What follows belongs to an exercise in optimizing a design on an open flow for small area, a short achievable clock period and few clock cycles per item; a production flow would make more cautious choices.
Function was checked by simulation only, so behaviour that the tests miss may differ from the original.
Power and IR drop assume default switching activity.

## config.mk

```make
export PLATFORM = sky130hd
export DESIGN_NAME = one_shot_timer_bank
export DESIGN_NICKNAME = one_shot_timer_bank
export VERILOG_FILES = /design/flow/design.v
export SDC_FILE = /design/flow/constraint.sdc
export NUM_CORES = 4
export LEC_CHECK = 0
export CAP_MARGIN = 20
export CORE_MARGIN = 2
export CORE_UTILIZATION = 40
export PLACE_DENSITY = 0.6
export SLEW_MARGIN = 20
```

## constraint.sdc

```tcl
create_clock -name core_clock -period 5.0 [get_ports {i_clk}]
set_input_delay 1.0000 -clock core_clock [delete_from_list [all_inputs] [get_ports {i_clk}]]
set_output_delay 1.0000 -clock core_clock [all_outputs]
set_load 0.01 [all_outputs]
```

## design.v

```verilog
package ostb_pkg;
    localparam int TIMER_COUNT_DEF = 16;
    localparam int PERIOD_BITS_DEF = 16;
    localparam int CMD_BITS    = 3;
    localparam int INDEX_BITS  = 4;
    localparam int PERIOD_W    = 16;
    localparam int MASK_BITS   = 16;
    localparam int PRESC_BITS  = 8;
    localparam logic [PRESC_BITS-1:0] PRESCALE_RESET = 8'd100;
    typedef enum logic [CMD_BITS-1:0] {
        CMD_TICK       = 3'd0,
        CMD_CONFIGURE  = 3'd1,
        CMD_START      = 3'd2,
        CMD_STOP       = 3'd3,
        CMD_DEINIT     = 3'd4,
        CMD_CLEAR_FLAG = 3'd5,
        CMD_QUERY      = 3'd6,
        CMD_DEINIT_ALL = 3'd7
    } t_cmd;
    typedef enum logic [2:0] {
        S_IDLE,
        S_EXEC,
        S_START_WR,
        S_PASS,
        S_FINISH
    } t_state;
    typedef struct packed {
        logic active;    
        logic expired;   
    } t_step;
endpackage
module ostb_ram #(
    parameter int WIDTH = 16,
    parameter int DEPTH = 16,
    localparam int AW   = (DEPTH > 1) ? $clog2(DEPTH) : 1
) (
    input  logic             i_clk,
    input  logic             i_we,
    input  logic [AW-1:0]    i_waddr,
    input  logic [WIDTH-1:0] i_wdata,
    input  logic [AW-1:0]    i_raddr,
    output logic [WIDTH-1:0] o_rdata
);
    logic [WIDTH-1:0] r_mem [DEPTH];
    logic [WIDTH-1:0] r_rdata;
    always_ff @(posedge i_clk) begin
        if (i_we) begin
            r_mem[i_waddr] <= i_wdata;
        end
        r_rdata <= r_mem[i_raddr];
    end
    assign o_rdata = r_rdata;
endmodule
module ostb_step #(
    parameter int PERIOD_BITS = 16
) (
    input  logic [PERIOD_BITS-1:0] i_period,
    input  logic [PERIOD_BITS-1:0] i_remaining,
    output logic [PERIOD_BITS-1:0] o_remaining,
    output ostb_pkg::t_step        o_res
);
    always_comb begin
        o_res.active  = (i_period != '0) && (i_remaining != '0);
        o_remaining   = i_remaining - PERIOD_BITS'(1);
        o_res.expired = o_res.active && (o_remaining == '0);
    end
endmodule
module one_shot_timer_bank #(
    parameter int TIMER_COUNT = ostb_pkg::TIMER_COUNT_DEF,
    parameter int PERIOD_BITS = ostb_pkg::PERIOD_BITS_DEF
) (
    input  logic                            i_clk,
    input  logic                            i_rst_n,
    input  logic                            i_cfg_we,
    input  logic [ostb_pkg::PRESC_BITS-1:0] i_cfg_wdata,
    input  logic                            i_cmd_valid,
    output logic                            o_cmd_ready,
    input  logic [ostb_pkg::CMD_BITS-1:0]   i_cmd,
    input  logic [ostb_pkg::INDEX_BITS-1:0] i_cmd_index,
    input  logic [ostb_pkg::PERIOD_W-1:0]   i_cmd_period,
    input  logic                            i_cmd_cben,
    output logic                            o_res_valid,
    input  logic                            i_res_ready,
    output logic                            o_res_pass_done,
    output logic [ostb_pkg::MASK_BITS-1:0]  o_res_expired_mask,
    output logic [ostb_pkg::MASK_BITS-1:0]  o_res_fire_mask,
    output logic                            o_res_elapsed
);
    localparam int CMD_BITS   = ostb_pkg::CMD_BITS;
    localparam int INDEX_BITS = ostb_pkg::INDEX_BITS;
    localparam int MASK_BITS  = ostb_pkg::MASK_BITS;
    localparam int PRESC_BITS = ostb_pkg::PRESC_BITS;
    localparam logic [PRESC_BITS-1:0] PRESCALE_RESET = ostb_pkg::PRESCALE_RESET;
    localparam logic [2:0] S_IDLE     = 3'd0;
    localparam logic [2:0] S_EXEC     = 3'd1;
    localparam logic [2:0] S_START_WR = 3'd2;
    localparam logic [2:0] S_PASS     = 3'd3;
    localparam logic [2:0] S_FINISH   = 3'd4;
    localparam logic [CMD_BITS-1:0] CMD_TICK       = 3'd0;
    localparam logic [CMD_BITS-1:0] CMD_CONFIGURE  = 3'd1;
    localparam logic [CMD_BITS-1:0] CMD_START      = 3'd2;
    localparam logic [CMD_BITS-1:0] CMD_STOP       = 3'd3;
    localparam logic [CMD_BITS-1:0] CMD_DEINIT     = 3'd4;
    localparam logic [CMD_BITS-1:0] CMD_CLEAR_FLAG = 3'd5;
    localparam logic [CMD_BITS-1:0] CMD_QUERY      = 3'd6;
    localparam logic [CMD_BITS-1:0] CMD_DEINIT_ALL = 3'd7;
    localparam int IW = (TIMER_COUNT > 1) ? $clog2(TIMER_COUNT) : 1;
    localparam int CW = $clog2(TIMER_COUNT + 1);
    localparam int PB = PERIOD_BITS;
    logic [2:0]            r_state, n_state;
    logic [CMD_BITS-1:0]   r_cmd;
    logic [INDEX_BITS-1:0] r_idx;
    logic [PB-1:0]         r_period;
    logic                  r_cben_in;
    logic [PRESC_BITS-1:0] r_limit;
    logic [PRESC_BITS-1:0] r_presc, n_presc;
    logic [TIMER_COUNT-1:0] r_pvld, n_pvld;
    logic [TIMER_COUNT-1:0] r_rvld, n_rvld;
    logic [TIMER_COUNT-1:0] r_flag, n_flag;
    logic [TIMER_COUNT-1:0] r_cben, n_cben;
    logic [CW-1:0] r_cnt, n_cnt;
    logic [IW-1:0] r_proc;
    logic                 r_pass, n_pass;
    logic [MASK_BITS-1:0] r_exp, n_exp;
    logic [MASK_BITS-1:0] r_fire, n_fire;
    logic                 r_out_valid, n_out_valid;
    logic                 r_out_pass;
    logic [MASK_BITS-1:0] r_out_exp;
    logic [MASK_BITS-1:0] r_out_fire;
    logic                 r_out_elapsed;
    logic                 load_out;
    logic [IW-1:0] raddr;
    logic          p_we, rm_we;
    logic [IW-1:0] p_waddr, rm_waddr;
    logic [PB-1:0] p_wdata, rm_wdata;
    logic [PB-1:0] p_rdata, rm_rdata;
    logic          r_pv_q, r_rv_q;
    logic [PB-1:0] per_q, rem_q;
    logic [PB-1:0] step_rem;
    ostb_pkg::t_step step_res;
    logic          in_range;
    logic [IW-1:0] ia;
    logic [PRESC_BITS-1:0] presc_inc;
    assign ia       = IW'(r_idx);
    assign in_range = (32'(r_idx) < TIMER_COUNT);
    assign per_q    = r_pv_q ? p_rdata : '0;
    assign rem_q    = r_rv_q ? rm_rdata : '0;
    assign presc_inc = r_presc + PRESC_BITS'(1);
    ostb_ram #(.WIDTH(PB), .DEPTH(TIMER_COUNT)) u_period_ram (
        .i_clk   (i_clk),
        .i_we    (p_we),
        .i_waddr (p_waddr),
        .i_wdata (p_wdata),
        .i_raddr (raddr),
        .o_rdata (p_rdata)
    );
    ostb_ram #(.WIDTH(PB), .DEPTH(TIMER_COUNT)) u_remain_ram (
        .i_clk   (i_clk),
        .i_we    (rm_we),
        .i_waddr (rm_waddr),
        .i_wdata (rm_wdata),
        .i_raddr (raddr),
        .o_rdata (rm_rdata)
    );
    ostb_step #(.PERIOD_BITS(PB)) u_step (
        .i_period    (per_q),
        .i_remaining (rem_q),
        .o_remaining (step_rem),
        .o_res       (step_res)
    );
    assign o_cmd_ready = (r_state == S_IDLE);
    assign o_res_valid        = r_out_valid;
    assign o_res_pass_done    = r_out_pass;
    assign o_res_expired_mask = r_out_exp;
    assign o_res_fire_mask    = r_out_fire;
    assign o_res_elapsed      = r_out_elapsed;
    assign load_out = (r_state == S_FINISH) && (!r_out_valid || i_res_ready);
    always_comb begin
        n_state  = r_state;
        n_presc  = r_presc;
        n_pvld   = r_pvld;
        n_rvld   = r_rvld;
        n_flag   = r_flag;
        n_cben   = r_cben;
        n_cnt    = r_cnt;
        n_pass   = r_pass;
        n_exp    = r_exp;
        n_fire   = r_fire;
        raddr    = IW'(r_cnt);
        p_we     = 1'b0;
        p_waddr  = ia;
        p_wdata  = r_period;
        rm_we    = 1'b0;
        rm_waddr = ia;
        rm_wdata = per_q;
        n_out_valid = r_out_valid;
        if (i_res_ready) begin
            n_out_valid = 1'b0;
        end
        if (load_out) begin
            n_out_valid = 1'b1;
        end
        case (r_state)
            S_IDLE: begin
                if (i_cmd_valid) begin
                    n_state = S_EXEC;
                end
            end
            S_EXEC: begin
                n_pass  = 1'b0;
                n_exp   = '0;
                n_fire  = '0;
                n_state = S_FINISH;
                case (r_cmd)
                    CMD_TICK: begin
                        if (presc_inc >= r_limit) begin
                            n_presc = '0;
                            n_pass  = 1'b1;
                            n_cnt   = '0;
                            n_state = S_PASS;
                        end else begin
                            n_presc = presc_inc;
                        end
                    end
                    CMD_CONFIGURE: begin
                        if (in_range) begin
                            p_we       = 1'b1;
                            n_pvld[ia] = 1'b1;
                            n_flag[ia] = 1'b0;
                            n_cben[ia] = r_cben_in;
                        end
                    end
                    CMD_START: begin
                        raddr   = ia;
                        n_state = S_START_WR;
                    end
                    CMD_STOP: begin
                        if (in_range) begin
                            n_rvld[ia] = 1'b0;
                        end
                    end
                    CMD_DEINIT: begin
                        if (in_range) begin
                            n_pvld[ia] = 1'b0;
                            n_rvld[ia] = 1'b0;
                            n_flag[ia] = 1'b0;
                            n_cben[ia] = 1'b0;
                        end
                    end
                    CMD_CLEAR_FLAG: begin
                        if (in_range) begin
                            n_flag[ia] = 1'b0;
                        end
                    end
                    CMD_QUERY: begin
                    end
                    CMD_DEINIT_ALL: begin
                        n_pvld = '0;
                        n_rvld = '0;
                        n_flag = '0;
                        n_cben = '0;
                    end
                    default: begin
                    end
                endcase
            end
            S_START_WR: begin
                if (in_range) begin
                    rm_we      = 1'b1;
                    rm_wdata   = per_q;
                    n_rvld[ia] = 1'b1;
                end
                n_state = S_FINISH;
            end
            S_PASS: begin
                if (r_cnt != '0) begin
                    rm_waddr = r_proc;
                    rm_wdata = step_rem;
                    rm_we    = step_res.active;
                    if (step_res.expired) begin
                        n_flag[r_proc] = 1'b1;
                        if (32'(r_proc) < MASK_BITS) begin
                            n_exp = r_exp | (MASK_BITS'(1) << r_proc);
                            if (r_cben[r_proc]) begin
                                n_fire = r_fire | (MASK_BITS'(1) << r_proc);
                            end
                        end
                    end
                end
                if (r_cnt == CW'(TIMER_COUNT)) begin
                    n_state = S_FINISH;
                end else begin
                    n_cnt = r_cnt + CW'(1);
                end
            end
            S_FINISH: begin
                if (load_out) begin
                    n_state = S_IDLE;
                end
            end
            default: begin
                n_state = S_IDLE;
            end
        endcase
    end
    always_ff @(posedge i_clk) begin
        if (!i_rst_n) begin
            r_state     <= S_IDLE;
            r_limit     <= PRESCALE_RESET;
            r_presc     <= '0;
            r_pvld      <= '0;
            r_rvld      <= '0;
            r_flag      <= '0;
            r_cben      <= '0;
            r_cnt       <= '0;
            r_out_valid <= 1'b0;
        end else begin
            r_state     <= n_state;
            r_presc     <= n_presc;
            r_pvld      <= n_pvld;
            r_rvld      <= n_rvld;
            r_flag      <= n_flag;
            r_cben      <= n_cben;
            r_cnt       <= n_cnt;
            r_out_valid <= n_out_valid;
            if (i_cfg_we) begin
                r_limit <= i_cfg_wdata;
            end
        end
    end
    always_ff @(posedge i_clk) begin
        if (i_cmd_valid && o_cmd_ready) begin
            r_cmd     <= i_cmd;
            r_idx     <= i_cmd_index;
            r_period  <= PB'(i_cmd_period);
            r_cben_in <= i_cmd_cben;
        end
        r_pass <= n_pass;
        r_exp  <= n_exp;
        r_fire <= n_fire;
        r_proc <= raddr;
        r_pv_q <= r_pvld[raddr];
        r_rv_q <= r_rvld[raddr];
        if (load_out) begin
            r_out_pass    <= r_pass;
            r_out_exp     <= r_exp;
            r_out_fire    <= r_fire;
            r_out_elapsed <= in_range && r_flag[ia];
        end
    end
endmodule
```

## run.sh

```bash
#!/bin/bash
# synth_recipe.tcl (not shown) runs the flow's synth.tcl, then flattens the netlist and writes it again
# the make line also repeats each setting of config.mk as NAME=value (left out here)
make -C /OpenROAD-flow-scripts/flow DESIGN_CONFIG=/design/flow/config.mk WORK_HOME=/design/flow/orfs CLKGATE_MAP_FILE= SYNTH_SCRIPT=/design/flow/synth_recipe.tcl finish
```

==> run notes <==
[layer usage]
layer	wire, um	up-vias	track usage [%]	part of all wire [%]
met5	0	-	0	0
met4	2250	0	6.37	2.7
met3	5930	148	3.30	7.1
met2	40000	833	33.4	48
met1	35300	10300	28.2	42
li1	-	8917	-	-
[critical path, cell delays in order (launching register included)]
cell and delay [ns]:
edfxtp_1 0.54, or3b_1 0.52, o21ai_1 0.20, and2_1 0.15
buf_4 0.50, inv_1 0.60, buf_4 0.42, a211o_1 0.29
o2111a_1 0.14, a211o_1 0.26
[cell families (layout without fill, tap and decap cells)]
| group | after synthesis | after routing | share of synthesized area (%) |
|---|---|---|---|
| compound gates | 449 | 449 | 9.55 |
| simple gates | 658 | 658 | 9.79 |
| buf+inv | 188 | 313 | 2.59 |
| xor+xnor | 18 | 18 | 0.498 |
| fa+ha+maj | 26 | 26 | 1.05 |
| mux | 187 | 187 | 11.4 |
| flops | 730 | 730 | 65.2 |
[cells in the final DEF (no fill, tap or decap), types with 17 or more instances in the layout]
cell type and instances:
clkbuf_16 77, ha_1 25, mux4_2 138, edfxtp_1 603, o22ai_1 38, buf_4 67, nor2b_1 20, nor3_1 19
clkbuf_1 17, clkdlybuf4s50_1 71, nand3_1 136, a211o_1 37, nand2_1 249, mux2i_1 48, inv_1 26, o211ai_1 48
a21boi_0 51, o21ai_0 105, a21oi_1 65, o221ai_1 33, dfxtp_1 124, and3_1 40, nor2_1 114
[power by group]
part / leakage, nW / internal (mW) / switching (mW)
sequential: 6.24 / 6.60 / 0.0739
combinational: 4.00 / 0.167 / 0.288
clock: 1.26 / 3.45 / 2.40
[layout make-up]
type / instances / area (um^2)
fill: 6776 / 42500
sequential: 730 / 20700
multi-input combinational: 1338 / 10300
clock buffer: 98 / 2050
tap: 1050 / 1310
timing repair buffer: 141 / 1260
clock inverter: 43 / 543
inverter: 31 / 116
[final timing paths]
check | start | end | slack (ns) | depth (start not counted)
hold reg to reg | r_fire[0] | r_out_fire[0] | 0.45 | 0
hold / removal | r_fire[0] | r_out_fire[0] | 0.45 | 0
setup reg to reg | r_cmd[1] | r_pv_q | 1.24 | 9
setup / recovery | r_cmd[1] | r_pv_q | 1.24 | 9
[per-stage QoR]
stage	instances	power [mW]	util (%)
6_report	3431	13.0	46.1
5_1_grt	3431	13.4	46.1
4_1_cts	3431	13.1	46.0
3_5_place_dp	3290	7.26	42.7
3_3_place_gp	3290	7.25	42.7
2_1_floorplan	2256	7.06	-
==> impl_metrics.tcl <==
set metrics [dict create \
    postCtsHoldBufs 0 \
    synthTopCellsByArea "edfxtp_1, mux4_2, dfxtp_1" \
    yosysMostFrequentCell "edfxtp_1" \
    cts_root_buffer "clkbuf_16" \
    grt_pass1_vias 20500 \
    layout_worst_path_cycle_share_pct 75.3 \
    grt.overflow.total 0 \
    cp.required_ns 5.53 \
    grt_pass1_wl_um 127000 \
    syn_nets 2319 \
    setup_slack_ns 1.24 \
    dr.pass1.iters 5 \
    die_area_um2 81500 \
    worst_setup_path_start_kind "flip-flop" \
    rsz0062_at_grt "no" \
    diodes 0 \
    drive_above_1_share_pct 15.3 \
    vias 20200 \
    io_pins 73 \
    arrival_ns 4.29 \
    tightest_slew_ns 1.10 \
    drv_slew 0 \
    yosysWarnings 3 \
    cts_buffer_depth 3 \
    cts_setup_buffers 0 \
    ir_drop_v 0.000233 \
    routed_wl_um 83500 \
    clk_pin_slew_ns 0.06 \
    seq_area_frac_synth_pct 65.2 \
    place_ws_ns 1.36 \
    cts_tree "done" \
    yosysTopAreaCell "edfxtp_1" \
    hold_path.class "flip-flop to flip-flop" \
    synth_common_cells "edfxtp_1, nand2_1, mux4_2" \
    p_leak_nw 11.5 \
    placed_cell_area_um2 33700 \
    synth-seq-cells 730 \
    final_nets 2381 \
    cts.htree.levels 3 \
    grt_max_degree 89 \
    worstSetupPathType "flip-flop to flip-flop" \
    drt_iter0_drc 2248 \
    crit_path_max_fanout 37 \
    cts_made_buffers 76 \
    outcome "no timing/DRC/antenna violations" \
    die_y_um 285 \
    fin_crit_ns 3.76 \
    netlist-cell-type-count 84 \
    synthCells 2256 \
    viasPerCell 5.88 \
    antenna_found_initial 1 \
    finalClockSkew_ns 0.0217 \
    grt_usage_pct 20.5 \
    max_freq_mhz 266 \
    hold_slack_ns 0.451 \
    synth_top_area_share_pct 57.1 \
    final.setup.tns_ns 0 \
    rows 103 \
    synth_edf_count 603 \
    max_slew_margin_pct 26.4 \
    synth_area_um2 31700 \
    area_growth_pct 14.5 \
    ctsResizeCount 0 \
    drc_errors 0 \
    initial_core_util_pct 40.2 \
    synth-main-ff-cell "edfxtp_1" \
    dp_hpwl_um 50000 \
    setup_viol_count_final 0 \
    die_x_um 285 \
    powerDensity_nw_per_um2 358 \
    core_um2 78700 \
    gp_congestion 0.878 \
    top_regs "u_period_ram.r_mem (256), u_remain_ram.r_mem (256)" \
    clk_latency_ns 0.63 \
    drtAntennaViolNets 0 \
    cts.sinks 730 \
    critPathCaptureType "flip-flop" \
    async_flop_share_pct 0 \
    numPortBuffers 72 \
    post_synth.cell_area_avg_um2 14.0 \
    cap_violations 0 \
    final-hold-violation-count 0 \
    design_area_um2 36300 \
    wl_per_cell_um 24.3 \
]
Testbench counts, summed over its fixed seeds: cycles 31,037, items 4,800.

-- afterwards: timing with drivers on the ports --
In the flow no input, the clock included, has a driving cell. The finished layout below was timed again as built, in two steps.
Step 1 (the two cells are an assumption about what drives the block):
set clk [get_ports {i_clk}]
set_driving_cell -lib_cell sky130_fd_sc_hd__clkbuf_16 $clk
set_driving_cell -lib_cell sky130_fd_sc_hd__buf_2 [delete_from_list [all_inputs] $clk]
Step 2, shift: input delay + t, output delay - t, t = (earliest + latest rising clock arrival at the registers) / 2. This alone moves slack from input paths to output paths.
a / b / c = no drivers / after step 1 / after step 2; a / b = the first two.
t (ns): 0.689
setup WS [ns]: 1.237 / 1.237 / 1.237
pins driven straight from the clock port: 1
After both steps setup and hold are still met in this run. The setup slack of this run moves by 0.000 ns with the drivers and by 0.000 ns with both steps.
